From an optimization exercise on the open Yosys and OpenROAD flow, aimed at small area; shortcuts taken in it are not production practice.
Function was checked by simulation only, so behaviour that the tests miss may differ from the original.

// addr_gen_top
module addr_gen_top (
    input  logic                          clk,
    input  logic                          reset_n,
    input  logic [4:0]                    ctrl,
    input  logic [3:0]                    step,
    input  logic [36-1:0]         sync_in,
    output logic [36*8-1:0] rd_lane_addr,
    output logic [36*8-1:0] wr_lane_addr,
    output logic [36-1:0]         wr_lane_strobe,
    output logic [10-1:0]           rd_frame_addr,
    output logic [10-1:0]           wr_frame_addr
);
==> flow/config.mk <==
export PLATFORM = sky130hd
export DESIGN_NAME = addr_gen_top
export DESIGN_NICKNAME = addr_gen_top
export VERILOG_FILES = /design/flow/design.v
export SDC_FILE = /design/flow/constraint.sdc
export NUM_CORES = 4
export LEC_CHECK = 0
export CAP_MARGIN = 10
export CORE_AREA = 2 2 308 74
export CTS_BUF_LIST = sky130_fd_sc_hd__clkbuf_4 sky130_fd_sc_hd__clkbuf_8
export DIE_AREA = 0 0 310 76
export GPL_TIMING_DRIVEN = 0
export SLEW_MARGIN = 10
==> flow/constraint.sdc <==
create_clock -name core_clock -period 5.0 [get_ports {clk}]
set_input_delay 1.0000 -clock core_clock [delete_from_list [all_inputs] [get_ports {clk}]]
set_output_delay 1.0000 -clock core_clock [all_outputs]
set_load 0.01 [all_outputs]
standard.sh (not shown) runs the stock make flow with config.mk's settings and CLKGATE_MAP_FILE= SYNTH_SCRIPT=/design/flow/synth_recipe.tcl, a recipe that flattens the netlist after the stock synthesis.
==> flow/flow/run.sh <==
#!/bin/bash
set -euo pipefail
here=$(pwd)
export MY_ABC_SCRIPT=$here/flow/area.abc
export BUFFER_PORTS_ARGS="-buffer_cell sky130_fd_sc_hd__buf_1"
# drop the buffers yosys inserted before placement (the ports get their own)
export REMOVE_ABC_BUFFERS=1
sed -e "s|SYNTH_SCRIPT=[^ ]*|SYNTH_SCRIPT=$here/flow/synth.tcl ADDER_MAP_FILE=|" standard.sh > my_standard.sh
bash my_standard.sh > flow_make.log 2>&1
==> flow/flow/area.abc <==
strash
&get -n
&deepsyn -T 120
&put
dch -f
map -a
strash
dch -f
amap
==> flow/flow/synth.tcl <==
# The standard flow's synthesis script (synth_recipe.tcl) with one change: the final ABC
# mapping call uses the area-oriented script named by $MY_ABC_SCRIPT.
proc synth {args} { yosys synth -nofsm -noshare {*}$args }
proc abc {args} {
  set i [lsearch -exact $args -script]
  if {$i >= 0 && [info exists ::env(MY_ABC_SCRIPT)]} {
    set args [lreplace $args [expr {$i + 1}] [expr {$i + 1}] $::env(MY_ABC_SCRIPT)]
    puts "abc with script $::env(MY_ABC_SCRIPT)"
  }
  yosys abc {*}$args
}
source $::env(SCRIPTS_DIR)/synth.tcl
# left out here: clear keep_hierarchy, flatten, clean up, hide names made inside functions, write 1_2_yosys.v
The first run ran to the end with violations: negative setup slack.
Rerun with:
--- a/flow/flow/run.sh
+++ b/flow/flow/run.sh
@@ -1,0 +2,5 @@
+# ORFS layout as the standard.sh runs it, with three changes:
+#  - synthesis maps with an area-oriented ABC script (flow/area.abc) and
+#    without ORFS's full/half-adder extraction;
+#  - the I/O ports get the smallest buffer (buf_1);
+#  - everything else (floorplan, place, CTS, route) is standard.
@@ -6,2 +10,0 @@
-# drop the buffers yosys inserted before placement (the ports get their own)
-export REMOVE_ABC_BUFFERS=1
CAP_MARGIN = 20   (was 10)
CORE_AREA = unset   (was 2 2 308 74)
CORE_MARGIN = 2   (was unset)
CORE_UTILIZATION = 40   (was unset)
CTS_BUF_LIST = unset   (was sky130_fd_sc_hd__clkbuf_4 sky130_fd_sc_hd__clkbuf_8)
DIE_AREA = unset   (was 0 0 310 76)
GPL_TIMING_DRIVEN = unset   (was 0)
SLEW_MARGIN = 20   (was 10)
Effect:
- Now the flow did not get past 3_2_place_iop with PPL-0024
- synthesized area does not change
- synthesized cell count does not change
Rerun with:
==> flow/flow/run.sh (replaced) <==
#!/bin/bash
set -euo pipefail
here=$(pwd)
export MY_ABC_SCRIPT=$here/flow/area.abc
export BUFFER_PORTS_ARGS="-buffer_cell sky130_fd_sc_hd__buf_1"
# drop the buffers yosys inserted before placement (the ports get their own)
export REMOVE_ABC_BUFFERS=1
sed -e "s|SYNTH_SCRIPT=[^ ]*|SYNTH_SCRIPT=$here/flow/synth.tcl ADDER_MAP_FILE=|" standard.sh > my_standard.sh
bash my_standard.sh > flow_make.log 2>&1
==> flow/flow/area.abc (replaced) <==
strash
&get -n
&deepsyn -T 120
&put
dch -f
map
CAP_MARGIN = 10   (was 20)
CORE_AREA = 2 2 308 74   (was unset)
CORE_MARGIN = unset   (was 2)
CORE_UTILIZATION = unset   (was 40)
CTS_BUF_LIST = sky130_fd_sc_hd__clkbuf_4 sky130_fd_sc_hd__clkbuf_8   (was unset)
DIE_AREA = 0 0 310 76   (was unset)
GPL_TIMING_DRIVEN = 0   (was unset)
SETUP_SLACK_MARGIN = 0.2   (was unset)
SLEW_MARGIN = 10   (was 20)
What happened:
- With this change the flow passed the timing, design-rule and antenna checks
- synthesized cell count is higher by 9.5%
- synthesized area went up by 6.9%

-- separate check: timing with driven ports --
In the flow no input, the clock included, has a driving cell. The finished layouts below were timed again as built, in two steps. Step 1 sets driving cells, clkbuf_16 on the clock port and buf_2 on the other inputs (assumed; they add their load-dependent delay and slew). Step 2 adds t to the input delays and takes it off the output delays; t is the mean of the earliest and latest rising clock arrival at the registers after step 1. Input paths then give back, and output paths get back, about the clock's delay inside the block. a / b / c = ideal ports / drivers / drivers and shift; a / b = the first two.
run | shift t [ns] | setup slack, ns | worst slew at a driven data input, ns | cell pins on the clock port's net
the first run | 0.450 | -0.268 / -0.309 / 0.141 | 0.11 | 1
the third run | 0.450 | 0.337 / 0.296 / 0.746 | 0.07 | 1
